From an optimization exercise on the open Yosys and OpenROAD flow, aimed at small area; shortcuts taken in it are not production practice. The RTL was checked by simulation tests, not by an equivalence proof against the original design. Power figures rest on the tool's default switching activity, not on a simulated workload. The clock port is modelled as an ideal driver; clocking choices that lean on that would not hold on a real chip.

Setup of v1:
// top_mdio_slave
module top_mdio_slave
(
   input  logic       mdc,
   input  logic       reset,
   input  logic       mdio,           
   input  logic [4:0] dev_addr,       
   output logic       mdio_data,      
   output logic       mdio_enable     
);
   localparam logic [15:0] ctrl_def = 16'h1140;
   localparam logic [15:0] id1      = 16'h2a5c;
   localparam logic [15:0] id2      = 16'h3e91;
   logic       pa;             
   logic       fr;             
   logic [4:0] cnt;
   logic       opb;            
   logic       mis;            
   logic [4:0] addr;           
   logic [3:0] ph;             
   logic [3:0] cap;            
   logic       en;
   always_ff @(posedge mdc or posedge reset)
   begin
      if (reset)
      begin
         pa <= 1'b0;
         fr <= 1'b0;
         en <= 1'b0;
         ph <= '0;
      end
      else
      begin
         ph <= ph + 4'd1;
         en <= fr && !opb && (cnt >= 5'd14) && (cnt != 5'd31);
         if (!fr)
         begin
            if (mdio)
               pa <= 1'b1;
            else
            begin
               pa <= 1'b0;
               if (pa && cnt == 5'd31)
                  fr <= 1'b1;
            end
         end
         else
         begin
            case (cnt)
               5'd0:  if (!mdio) fr <= 1'b0;
               5'd2:  if (mdio == opb) fr <= 1'b0;
               5'd12: if (mis) fr <= 1'b0;
               5'd13: if (!mdio) fr <= 1'b0;
               5'd14: if (opb && mdio) fr <= 1'b0;
               5'd31: fr <= 1'b0;
               default: ;
            endcase
         end
      end
   end
   always_ff @(posedge mdc)
   begin
      if (!fr)
      begin
         if (!pa)
            cnt <= '0;
         else if (!mdio)
            cnt <= '0;
         else if (cnt != 5'd31)
            cnt <= cnt + 5'd1;
      end
      else
  ...
make LEC_CHECK=0 CAP_MARGIN=20 CORE_MARGIN=2 CORE_UTILIZATION=40 CTS_BUF_LIST=sky130_fd_sc_hd__clkbuf_16 CTS_CLUSTER_DIAMETER=80 CTS_CLUSTER_SIZE=25 SLEW_MARGIN=20 finish   # period 10.0 ns
run.sh (not shown) runs the stock make flow with config.mk's settings and CLKGATE_MAP_FILE= SYNTH_SCRIPT=/design/flow/synth_recipe.tcl, a recipe that flattens the netlist after the stock synthesis.
Inputs modified between v1 and v9:
- CTS_BUF_LIST changed from sky130_fd_sc_hd__clkbuf_16 to sky130_fd_sc_hd__clkbuf_8
- CTS_CLUSTER_SIZE changed from 25 to 30
- CTS_CLUSTER_DIAMETER removed (was 80)
==> notes.md <==
v9: flow completed, timing, DRC and antenna clean
In the tables for v9 and v1, reported leakage power reads higher with v9.
Looking at v9 and v1, the number of tap cells inserted is a wash.
From v1 to v9 the numbers moved as follows: fraction of synthesized cell area in xor and xnor cells flat, non-clock inverter total of the final layout has remained practically unchanged, first-iteration DRC count lower, maximum clock frequency shows a reduction of about 1.5%, final design instance area without fill +960 um^2.
Input changes introduced in v47 (baseline for comparison: v9):
- CTS_BUF_LIST removed (was sky130_fd_sc_hd__clkbuf_8)
- CTS_CLUSTER_SIZE removed (was 30)
## What came out
- The total non-filler cell area in the finished layout was comparable across v9 and v47.
- Between v9 and v47, the core utilization does not differ in any meaningful way.
- v47 vs v9 — DRC marker count from the first detailed-route iteration climbed by a little under 10%
Setup changes, v47 to v37
- putting CTS_CLUSTER_DIAMETER at 60 where nothing was set
- putting CTS_BUF_LIST at sky130_fd_sc_hd__clkbuf_8 where nothing was set
- putting CTS_CLUSTER_SIZE at 20 where nothing was set
Notes after the runs:
Between v47 and v37, the flow reports via count of the first global-routing pass decreasing by a few percent.
Wire length of the first global-routing pass down 960 um in v37 wrt v47
The run with more routed wire is v47, not v37.
Summary of the comparison: sequential share of layout area is higher in v37, relative to v47.
There was hardly any difference in met1 layer usage reported by global route between v37 and v47.
Compared with v47, v37 shows setup slack higher by 0.015 ns.
Data arrival at the endpoint of the critical path in v37 is 0.02 ns below v47.
Final worst hold slack delta (v37 -> v47): insignificant
Higher clock network fraction of total power was reported by v47, not v37.
Taking v47 as the reference point, the post-detailed-route via-to-cell ratio of v37 rises by about 1.2%.
Multi-input combinational area share on v37 is up relative to v47.
Changes in v13 relative to v37:
- a change of CORE_UTILIZATION from 40 to 60
Notes after the runs:
- v13 finished all stages; the layout is clean.
- Setup slack in v13 is larger than in v37.
- Between v13 and v37, global-route usage is lower for v37, v13 comes in above that.
- v13 vs v37 — total CTS buffers dropped by a little under 10%
- Count of plain and timing-repair buffers in the layout, v13 and v37, higher one = v13.
- v13 against v37: utilization of the core after routing rose by 21 points, largest stage delay on the critical path fell by 0.34 ns, post-layout net count stayed essentially flat, worst hold slack rose by 0.0090 ns.


lane 1:
Another version of the RTL of top_mdio_slave (not shown whole).
Size in the first run: about 520 flip-flops, roughly 10 I/O pins, about 13000 µm² of cells after synthesis.
Settings: LEC_CHECK=0, CAP_MARGIN=20, CORE_MARGIN=2, CORE_UTILIZATION=40, CTS_BUF_LIST=sky130_fd_sc_hd__clkbuf_16, CTS_CLUSTER_DIAMETER=90, CTS_CLUSTER_SIZE=32, SLEW_MARGIN=20; clock period 10.0 ns.
Lane 1 ran to completion and came out clean on the timing, DRC and antenna checks.
> inputs changed (lane 1 -> lane 2)
-- flow/config.mk --
<<< lane 1, line 9
export CORE_MARGIN = 2
export CORE_UTILIZATION = 40
export CTS_BUF_LIST = sky130_fd_sc_hd__clkbuf_16
export CTS_CLUSTER_DIAMETER = 90
export CTS_CLUSTER_SIZE = 32
export SLEW_MARGIN = 20
>>> lane 2, line 9
export CORE_MARGIN = 2
export CORE_UTILIZATION = 60
export CTS_BUF_LIST = sky130_fd_sc_hd__clkbuf_16
export CTS_CLUSTER_DIAMETER = 70
export CTS_CLUSTER_SIZE = 30
export SLEW_MARGIN = 20
--- outcome ---
- As far as number of buffers added to fix hold violations after cts is concerned, lane 2 and lane 1 perform about the same.
- Across both runs, period utilization was lower for lane 2 than for lane 1.
- Summary of lane 2 over lane 1: number of core rows now smaller, final standard cell utilization of the core increased by 21 points relative to the old numbers, area of placed instances went down by 200 µm².
- Compared with lane 1, lane 2 shows number of clock buffers inserted by TritonCTS that has gone up by a few percent.
- Lane 2 vs lane 1 on die extent in x: lane 2 is the lower one.
- Lane 1 -> lane 2: multiplexer share of the synthesized area delta 0, exact match
- Delta (lane 2 minus lane 1): internal power component did not really move; aggregate global routing overflow did not really move.
Changes in lane 3 relative to lane 2:
==> flow/flow/run.sh (new file) <==
#!/bin/bash
set -euo pipefail
export CTS_ARGS="-sink_clustering_enable -repair_clock_nets -sink_clustering_size 32 -sink_clustering_max_diameter 90 -buf_list sky130_fd_sc_hd__clkbuf_16 -dont_use_dummy_load"
bash standard.sh > standard_flow.log 2>&1
==> flow/standard.sh (new file) <==
#!/bin/bash
# synth_recipe.tcl (not shown) runs the flow's synth.tcl, then flattens the netlist and writes it again
# the make line also repeats each setting of config.mk as NAME=value (left out here)
make -C /OpenROAD-flow-scripts/flow DESIGN_CONFIG=/design/flow/config.mk WORK_HOME=/design/flow/orfs CLKGATE_MAP_FILE= SYNTH_SCRIPT=/design/flow/synth_recipe.tcl "${@:-finish}"
-- flow/config.mk --
<<< lane 2, line 9
export CORE_MARGIN = 2
export CORE_UTILIZATION = 60
export CTS_BUF_LIST = sky130_fd_sc_hd__clkbuf_16
export CTS_CLUSTER_DIAMETER = 70
export CTS_CLUSTER_SIZE = 30
export SLEW_MARGIN = 20
>>> lane 3, line 9
export CORE_MARGIN = 2
export CORE_UTILIZATION = 40
export CTS_BUF_LIST = sky130_fd_sc_hd__clkbuf_16
export CTS_CLUSTER_DIAMETER = 90
export CTS_CLUSTER_SIZE = 32
export SLEW_MARGIN = 20
removed: flow/run.sh
[summary]
- Lane 2 has higher overall routing resource usage than lane 3.
- Where setup slack of the critical path after layout is concerned, lane 2 is better than lane 3.
- | internal power component | higher: lane 2 |


top_mdio_slave, a different RTL version from the one above (not shown whole).
For scale: ~860 cells after synthesis, about 13000 um^2 of cells after synthesis.
export LEC_CHECK = 0
export CAP_MARGIN = 20
export CORE_MARGIN = 2
export CORE_UTILIZATION = 60
export SLEW_MARGIN = 20
create_clock -name core_clock -period 10.0 [get_ports {mdc}]
standard.sh (not shown) runs the stock make flow with config.mk's settings and CLKGATE_MAP_FILE= SYNTH_SCRIPT=/design/flow/synth_recipe.tcl, a recipe that flattens the netlist after the stock synthesis.
==> flow/flow/run.sh <==
#!/bin/bash
set -euo pipefail
export CTS_ARGS="-sink_clustering_enable -repair_clock_nets -sink_clustering_size 12 -sink_clustering_max_diameter 40 -buf_list sky130_fd_sc_hd__clkbuf_4 -dont_use_dummy_load"
export BUFFER_PORTS_ARGS="-buffer_cell sky130_fd_sc_hd__buf_1"
bash standard.sh > standard_flow.log 2>&1
The baseline finished clean.
Then changed:
==> flow/flow/run.sh (replaced) <==
#!/bin/bash
set -euo pipefail
export CTS_ARGS="-sink_clustering_enable -repair_clock_nets -sink_clustering_size 20 -sink_clustering_max_diameter 55 -buf_list sky130_fd_sc_hd__clkbuf_8 -dont_use_dummy_load"
export BUFFER_PORTS_ARGS="-buffer_cell sky130_fd_sc_hd__buf_1"
bash standard.sh > standard_flow.log 2>&1
Settings changed: CORE_UTILIZATION 60 to 50.
Outcome: Via count decreases by 1.1%. Global-route usage fell by 2.8 points. Worst setup slack is better by 0.60 ns. Routed wire length went up by 1.9%. Register-to-register slack improved by 0.60 ns. Sequential power hardly moves.


## v6
top_mdio_slave with an RTL version that a note above also has.
For scale: about 910 cells after synthesis, roughly 530 flip-flops, ~10 I/O pins.
clock: 10.0 ns
lec_check: 0
cap_margin: 20
core_margin: 2
core_utilization: 40
cts_buf_list: sky130_fd_sc_hd__clkbuf_4
cts_cluster_size: 20
slew_margin: 20
run.sh (not shown) runs the stock make flow with config.mk's settings and CLKGATE_MAP_FILE= SYNTH_SCRIPT=/design/flow/synth_recipe.tcl, a recipe that flattens the netlist after the stock synthesis.
Stock flow here: none of the scripts above is used.
No stage failed in v6, and the final checks on the layout all came back clean.
The inputs of v7 differ from those of v6 as listed below.
# v6
export LEC_CHECK = 0
export CAP_MARGIN = 20
export CORE_MARGIN = 2
export CORE_UTILIZATION = 40
export CTS_BUF_LIST = sky130_fd_sc_hd__clkbuf_4
export CTS_CLUSTER_SIZE = 20
export SLEW_MARGIN = 20
create_clock -name core_clock -period 10.0 [get_ports {mdc}]
# v7
export LEC_CHECK = 0
export CAP_MARGIN = 20
export CORE_MARGIN = 2
export CORE_UTILIZATION = 40
export CTS_BUF_LIST = sky130_fd_sc_hd__clkbuf_16
export CTS_CLUSTER_DIAMETER = 90
export CTS_CLUSTER_SIZE = 32
export SLEW_MARGIN = 20
create_clock -name core_clock -period 10.0 [get_ports {mdc}]
## What came out
- Min worst path setup slack after routing across v7 and v6: v6
- Taking v6 as the reference, in v7 fmax rose by 2.7%; clock share of power lost 11 points; utilization after layout fell by 2.8 points.
- v7 vs. v6: global routing met2 resource utilization went down 1.1 points; final area went down about 6%; number of filler cells placed in the layout went down 11.
- v7 vs v6, fraction of standard cell area in multi-input logic went up by 1.0 points.

-- re-timing with driven ports --
The results above use ideal ports. As a check the final layouts listed here were re-extracted and re-timed, cells and wires unchanged.
Step 1 sets driving cells, clkbuf_16 on the clock port and buf_2 on the other inputs (assumed; they add their load-dependent delay and slew).
Step 2, shift: input delay + t, output delay - t, t = (earliest + latest rising clock arrival at the registers) / 2. This alone moves slack from input paths to output paths.
Three values: ideal, step 1, step 2; two values: the first two.
run	t, ns	slack for setup (ns)	worst setup path at the end	clock arrival spread, ns
v1	0.587	4.217 / 4.170 / 4.758	register to output	0.023 / 0.023
v9	0.625	4.132 / 4.087 / 4.713	register to output	0.033 / 0.033
v47	0.592	4.124 / 4.072 / 4.664	register to output	0.020 / 0.020
v37	0.599	4.139 / 4.096 / 4.696	register to output	0.036 / 0.037
v13	0.646	4.361 / 4.318 / 4.964	register to output	0.027 / 0.026
lane 1	0.582	3.832 / 3.782 / 4.364	register to output	0.028 / 0.028
lane 2	0.587	3.958 / 3.910 / 4.497	register to output	0.026 / 0.026
lane 3	0.573	3.845 / 3.796 / 4.369	register to output	0.042 / 0.042
the first run of note 3	0.699	3.915 / 3.876 / 4.575	register to output	0.085 / 0.084
the second run of note 3	0.621	4.516 / 4.473 / 5.095	register to output	0.047 / 0.047
v6	0.786	4.025 / 3.978 / 4.764	register to output	0.076 / 0.076
v7	0.587	4.184 / 4.131 / 4.717	register to output	0.038 / 0.039
After both steps every run listed still meets setup and hold.
